This is an optimization exercise on Yosys and OpenROAD, whose aim is small area and few clock cycles, not a production implementation. The RTL was checked by simulation tests, not by an equivalence proof against the original design. Power is estimated from default activity; no workload was simulated.

==> flow/design.v <==
`default_nettype none
package vda_pkg;
    localparam logic [2:0] CMD_START     = 3'd0;
    localparam logic [2:0] CMD_TX_RESULT = 3'd1;
    localparam logic [2:0] CMD_BEACON    = 3'd2;
    localparam logic [2:0] CMD_GRANT     = 3'd3;
    localparam logic [2:0] CMD_RESP      = 3'd4;
    localparam logic [2:0] CMD_TICK      = 3'd5;
    localparam logic [2:0] ACT_NONE       = 3'd0;
    localparam logic [2:0] ACT_ASSOC_REQ  = 3'd1;
    localparam logic [2:0] ACT_DATA_REQ   = 3'd2;
    localparam logic [2:0] ACT_RX_SLOT    = 3'd3;
    localparam logic [2:0] ACT_ACK_SLOT   = 3'd4;
    localparam logic [2:0] ACT_SEND_ACK   = 3'd5;
    localparam logic [2:0] ACT_CONFIRM    = 3'd6;
    localparam logic [2:0] ST_SUCCESS     = 3'd0;
    localparam logic [2:0] ST_ACCESS_FAIL = 3'd1;
    localparam logic [2:0] ST_NO_ACK      = 3'd2;
    localparam logic [2:0] ST_NO_DATA     = 3'd3;
    localparam logic [2:0] ST_DENIED      = 3'd4;
    localparam logic [1:0] TX_SUCCESS     = 2'd0;
    localparam logic [1:0] TX_ACCESS_FAIL = 2'd1;
    localparam logic [1:0] RESP_SUCCESS   = 2'd0;
    localparam logic [3:0] PH_IDLE      = 4'd0;
    localparam logic [3:0] PH_TX_REQ    = 4'd1;
    localparam logic [3:0] PH_BEACON    = 4'd2;
    localparam logic [3:0] PH_POLL      = 4'd3;
    localparam logic [3:0] PH_TX_DATA   = 4'd4;
    localparam logic [3:0] PH_RX_GRANT  = 4'd5;
    localparam logic [3:0] PH_RESP      = 4'd6;
    localparam logic [3:0] PH_ACK_GRANT = 4'd7;
    localparam logic [3:0] PH_TX_ACK    = 4'd8;
    localparam logic [1:0] CFG_TRACK_BEACON = 2'd0;
    localparam logic [1:0] CFG_BEACON_WAIT  = 2'd1;
    localparam logic [1:0] CFG_POLL_WAIT    = 2'd2;
    localparam logic [23:0] BEACON_WAIT_RST = 24'd32;
    localparam logic [23:0] POLL_WAIT_RST   = 24'd30720;
    localparam logic [15:0] NO_ADDR         = 16'hffff;
    localparam logic [7:0]  NO_CHANNEL      = 8'hff;
    localparam logic [15:0] NO_NET_ID       = 16'h00ff;
    typedef struct packed {
        logic [2:0]  cmd;
        logic [7:0]  channel;
        logic [15:0] net_id;
        logic [63:0] coord_addr;
        logic [1:0]  coord_addr_mode;
        logic [1:0]  tx_status;
        logic        ack_pending;
        logic        listed_in_beacon;
        logic [1:0]  resp_status;
        logic [15:0] resp_short_addr;
        logic [63:0] resp_coord_ext;
    } t_in_word;
    typedef struct packed {
        logic [2:0]  action;
        logic [63:0] dest_addr;
        logic [15:0] dest_net_id;
        logic [7:0]  use_channel;
        logic [2:0]  confirm_status;
        logic [15:0] short_addr;
        logic [63:0] coord_ext_addr;
        logic        busy_res;
    } t_out_word;
    typedef struct packed {
        logic [3:0]  phase;
        logic [7:0]  saved_channel;
        logic [15:0] saved_net_id;
        logic [63:0] saved_coord;
        logic [23:0] wait_count;
        logic [15:0] given_addr;
        logic        resp_denied;
        logic [63:0] learned_ext;
    } t_state;
    typedef struct packed {
        logic        track_beacon;
        logic [23:0] beacon_wait_ticks;
        logic [23:0] poll_wait_ticks;
    } t_cfg;
endpackage
`default_nettype wire
`default_nettype none
module vlc_device_association_fsm (
    input  wire logic         i_clk,
    input  wire logic         i_rst_n,
    input  wire logic         i_in_valid,
    output wire logic         i_in_ready,
    input  wire logic [178:0] i_in_data,
    output wire logic         o_out_valid,
    input  wire logic         o_out_ready,
    output wire logic [174:0] o_out_data,
    input  wire logic         i_cfg_we,
    input  wire logic [1:0]   i_cfg_idx,
    input  wire logic [23:0]  i_cfg_data
);
    wire [2:0]  w_cmd     = i_in_data[178:176];
    wire [7:0]  w_channel = i_in_data[175:168];
    wire [15:0] w_net_id  = i_in_data[167:152];
    wire [63:0] w_coord   = i_in_data[151:88];
    wire [1:0]  w_tx      = i_in_data[85:84];
    wire        w_ackp    = i_in_data[83];
    wire        w_listed  = i_in_data[82];
    wire [1:0]  w_rs      = i_in_data[81:80];
    wire [15:0] w_rsa     = i_in_data[79:64];
    wire [63:0] w_rce     = i_in_data[63:0];
    localparam logic [3:0] PH_IDLE      = 4'd0;
    localparam logic [3:0] PH_TX_REQ    = 4'd2;
    localparam logic [3:0] PH_BEACON    = 4'd3;
    localparam logic [3:0] PH_POLL      = 4'd1;
    localparam logic [3:0] PH_TX_DATA   = 4'd6;
    localparam logic [3:0] PH_RX_GRANT  = 4'd7;
    localparam logic [3:0] PH_RESP      = 4'd5;
    localparam logic [3:0] PH_ACK_GRANT = 4'd4;
    localparam logic [3:0] PH_TX_ACK    = 4'd12;
    logic [3:0]  r_phase;
    logic [7:0]  r_channel;    
    logic [15:0] r_net_id;     
    logic [63:0] r_coord;      
    logic [23:0] r_share;
    wire  [23:0] r_remain = r_share;
    wire  [15:0] r_given  = r_share[15:0];
    wire         r_denied = r_share[16];
    logic [63:0] r_ext;        
    logic        r_ext_ok;
    logic        r_track;
    logic [23:0] r_bwait;
    logic [23:0] r_pwait;
    wire w_acc = i_in_valid & o_out_ready;
    assign i_in_ready  = o_out_ready;
    assign o_out_valid = i_in_valid;
    wire p_idle  = (r_phase == PH_IDLE);
    wire p_txreq = (r_phase == PH_TX_REQ);
    wire p_bcn   = (r_phase == PH_BEACON);
    wire p_poll  = (r_phase == PH_POLL);
    wire p_txdat = (r_phase == PH_TX_DATA);
    wire p_rxg   = (r_phase == PH_RX_GRANT);
    wire p_resp  = (r_phase == PH_RESP);
    wire p_ackg  = (r_phase == PH_ACK_GRANT);
    wire p_txack = (r_phase == PH_TX_ACK);
    wire w_hit   = ~|r_remain[23:1];
    wire w_succ  = (w_tx == 2'd0);
    wire [2:0] w_failc = (w_tx == 2'd1) ? 3'd1 : 3'd2;
    wire w_resp_ok = (w_rs == 2'd0);
    logic [3:0] n_phase;
    logic [2:0] n_action;
    logic       fin;
    logic [2:0] fin_st;
    logic       fill;
    always_comb begin
        n_phase  = r_phase;
        n_action = 3'd0;
        fin      = 1'b0;
        fin_st   = 3'd0;
        fill     = 1'b0;
        case (w_cmd)
            3'd0: if (p_idle) begin
                n_phase = PH_TX_REQ; n_action = 3'd1; fill = 1'b1;
            end
            3'd1: begin
                if (p_txreq) begin
                    if (w_succ) n_phase = r_track ? PH_BEACON : PH_POLL;
                    else begin fin = 1'b1; fin_st = w_failc; end
                end else if (p_txdat) begin
                    if (!w_succ) begin fin = 1'b1; fin_st = w_failc; end
                    else if (w_ackp) begin n_phase = PH_RX_GRANT; n_action = 3'd3; fill = 1'b1; end
                    else begin fin = 1'b1; fin_st = 3'd3; end
                end else if (p_txack) begin
                    fin = 1'b1; fin_st = r_denied ? 3'd4 : 3'd0;
                end
            end
            3'd2: if (p_bcn && w_listed) begin
                n_phase = PH_TX_DATA; n_action = 3'd2; fill = 1'b1;
            end
            3'd3: begin
                if (p_rxg) n_phase = PH_RESP;
                else if (p_ackg) begin n_phase = PH_TX_ACK; n_action = 3'd5; fill = 1'b1; end
            end
            3'd4: if (p_resp) begin
                n_phase = PH_ACK_GRANT; n_action = 3'd4; fill = 1'b1;
            end
            3'd5: begin
                if (p_bcn) begin
                    if (w_hit) begin fin = 1'b1; fin_st = 3'd3; end
                end else if (p_poll) begin
                    if (w_hit) begin n_phase = PH_TX_DATA; n_action = 3'd2; fill = 1'b1; end
                end
            end
            default: ;
        endcase
        if (fin) begin
            n_action = 3'd6;
            n_phase  = PH_IDLE;
            if (fin_st == 3'd0) fill = 1'b1;
        end
    end
    wire w_fin_ok = fin & (fin_st == 3'd0);
    wire w_ext_upd = i_in_valid & p_resp & (w_cmd == 3'd4) & w_resp_ok;
    wire [7:0]  d_channel = p_idle ? w_channel : r_channel;
    wire [15:0] d_net_id  = p_idle ? w_net_id  : r_net_id;
    wire [63:0] d_coord   = p_idle ? w_coord   : r_coord;
    wire        w_ext_hold = ~w_ext_upd & r_ext_ok;
    wire [63:0] d_ext     = ({64{w_ext_upd}} & w_rce) | ({64{w_ext_hold}} & r_ext);
    assign o_out_data = {n_action,
                         fill ? d_coord   : 64'd0,
                         fill ? d_net_id  : 16'd0,
                         fill ? d_channel : 8'd0,
                         fin ? fin_st : 3'd0,
                         w_fin_ok ? r_given : 16'hffff,
                         d_ext,
                         (n_phase != PH_IDLE)};
    always_ff @(posedge i_clk) begin
        r_channel <= d_channel;
        r_net_id  <= d_net_id;
        r_coord   <= d_coord;
    end
    always_ff @(posedge i_clk) begin
        r_ext_ok <= i_rst_n;
        r_ext    <= d_ext;
    end
    always_ff @(posedge i_clk) begin
        if (!i_rst_n) begin
            r_phase <= PH_IDLE;
        end else if (w_acc) begin
            r_phase <= n_phase;
        end
    end
    wire        s_bw  = p_txreq & r_track;
    wire        s_pw  = p_txreq & ~r_track;
    wire        s_dec = ~p_txreq & ~p_resp;
    wire        w_share_en = p_txreq | p_resp | (w_acc && w_cmd == 3'd5 && (p_bcn || p_poll));
    wire [23:0] w_dec = r_share - 24'd1;
    wire [23:0] d_share = ({24{s_bw}} & r_bwait) | ({24{s_pw}} & r_pwait)
                        | ({24{s_dec}} & w_dec)
                        | {7'd0, {17{p_resp}} & {~w_resp_ok, w_rsa}};
    always_ff @(posedge i_clk) begin
        if (w_share_en) r_share <= d_share;
    end
    wire        w_cfg_rst = ~i_rst_n;
    wire [23:0] w_cfg_d   = i_cfg_data & {24{i_rst_n}};
    wire        w_we_trk  = w_cfg_rst | (i_cfg_we && i_cfg_idx == 2'd0);
    wire        w_we_bw   = w_cfg_rst | (i_cfg_we && i_cfg_idx == 2'd1);
    wire        w_we_pw   = w_cfg_rst | (i_cfg_we && i_cfg_idx == 2'd2);
    always_ff @(posedge i_clk) begin
        if (w_we_trk) r_track <= w_cfg_d[0];
        if (w_we_bw)  r_bwait <= w_cfg_d | (w_cfg_rst ? 24'd32 : 24'd0);
        if (w_we_pw)  r_pwait <= w_cfg_d | (w_cfg_rst ? 24'd30720 : 24'd0);
    end
endmodule
`default_nettype wire
clock: 6.0 ns
lec_check: 0
cap_margin: 20
core_margin: 2
core_utilization: 40
slew_margin: 20
standard.sh (not shown) runs the stock make flow with config.mk's settings and CLKGATE_MAP_FILE= SYNTH_SCRIPT=/design/flow/synth_recipe.tcl, a recipe that flattens the netlist after the stock synthesis.
==> flow/flow/run.sh <==
#!/bin/bash
# The standard layout with three changes:
#  - synthesis maps the logic with an area-recovering ABC script
#    (flow/abc_map.script in place of ORFS's abc_speed.script; everything
#    else in synthesis, registers included, is the standard synthesis);
#  - plain buf_1 cells as the port buffers;
#  - a clock tree of clkbuf_8 cells without dummy loads.
set -euo pipefail
export BUFFER_PORTS_ARGS="-buffer_cell sky130_fd_sc_hd__buf_1"
export CTS_ARGS="-sink_clustering_enable -repair_clock_nets -dont_use_dummy_load -buf_list sky130_fd_sc_hd__clkbuf_4 -root_buf sky130_fd_sc_hd__clkbuf_8 -sink_clustering_size 10 -sink_clustering_max_diameter 50"
rm -rf scripts_abc
cp -r "$FLOW_HOME/scripts" scripts_abc
cp flow/abc_map.script scripts_abc/abc_speed.script
SCRIPTS_DIR="$PWD/scripts_abc" bash standard.sh synth > synth.log 2>&1
bash standard.sh > standard.log 2>&1
==> flow/flow/abc_map.script <==
&get -n
&st
&dch
&nf -a
&st
&dch
&nf -a
&st
&dch
&nf -a
&st
&dch
&nf -a
&put
topo
stime -c
dnsize -c
Testbench counts at the start, summed over its fixed seeds: cycles 28,281.
Then changed:
--- a/flow/design.v
+++ b/flow/design.v
@@ -103,14 +103,14 @@
     wire [15:0] w_rsa     = i_in_data[79:64];
     wire [63:0] w_rce     = i_in_data[63:0];
     localparam logic [3:0] PH_IDLE      = 4'd0;
-    localparam logic [3:0] PH_TX_REQ    = 4'd2;
-    localparam logic [3:0] PH_BEACON    = 4'd3;
-    localparam logic [3:0] PH_POLL      = 4'd1;
-    localparam logic [3:0] PH_TX_DATA   = 4'd6;
-    localparam logic [3:0] PH_RX_GRANT  = 4'd7;
-    localparam logic [3:0] PH_RESP      = 4'd5;
-    localparam logic [3:0] PH_ACK_GRANT = 4'd4;
-    localparam logic [3:0] PH_TX_ACK    = 4'd12;
+    localparam logic [3:0] PH_TX_REQ    = 4'd1;
+    localparam logic [3:0] PH_BEACON    = 4'd2;
+    localparam logic [3:0] PH_POLL      = 4'd3;
+    localparam logic [3:0] PH_TX_DATA   = 4'd4;
+    localparam logic [3:0] PH_RX_GRANT  = 4'd5;
+    localparam logic [3:0] PH_RESP      = 4'd6;
+    localparam logic [3:0] PH_ACK_GRANT = 4'd7;
+    localparam logic [3:0] PH_TX_ACK    = 4'd8;
     logic [3:0]  r_phase;
     logic [7:0]  r_channel;    
     logic [15:0] r_net_id;     
Outcome: Wire length came out higher by 1.5%; power goes up by 3.2%; final area came out higher by 1.5%; sequential share of layout area shrinks by 0.70 points; sequential cell count stays the same.
Testbench counts after the change, summed over its fixed seeds: cycles 28,281.

==> afterwards: timing with drivers on the ports <==
The results above use ideal ports. As a check the final layouts listed here were re-extracted and re-timed, cells and wires unchanged.
Step 1: set_driving_cell puts a clkbuf_16 on i_clk and a buf_2 on each other input, an assumption about the parent block.
Step 2, shift: input delay + t, output delay - t, t = (earliest + latest rising clock arrival at the registers) / 2. This alone moves slack from input paths to output paths.
a / b / c = no drivers / after step 1 / after step 2; a / b = the first two.
| run | shift t [ns] | setup slack, ns | worst hold slack (ns) |
|---|---|---|---|
| the first run | 0.557 | 0.855 / 0.814 / 1.007 | 0.466 / 0.466 / 0.466 |
| the second run | 0.538 | 0.989 / 0.944 / 1.114 | 0.475 / 0.475 / 0.475 |
After both steps setup and hold are still met in every run listed.
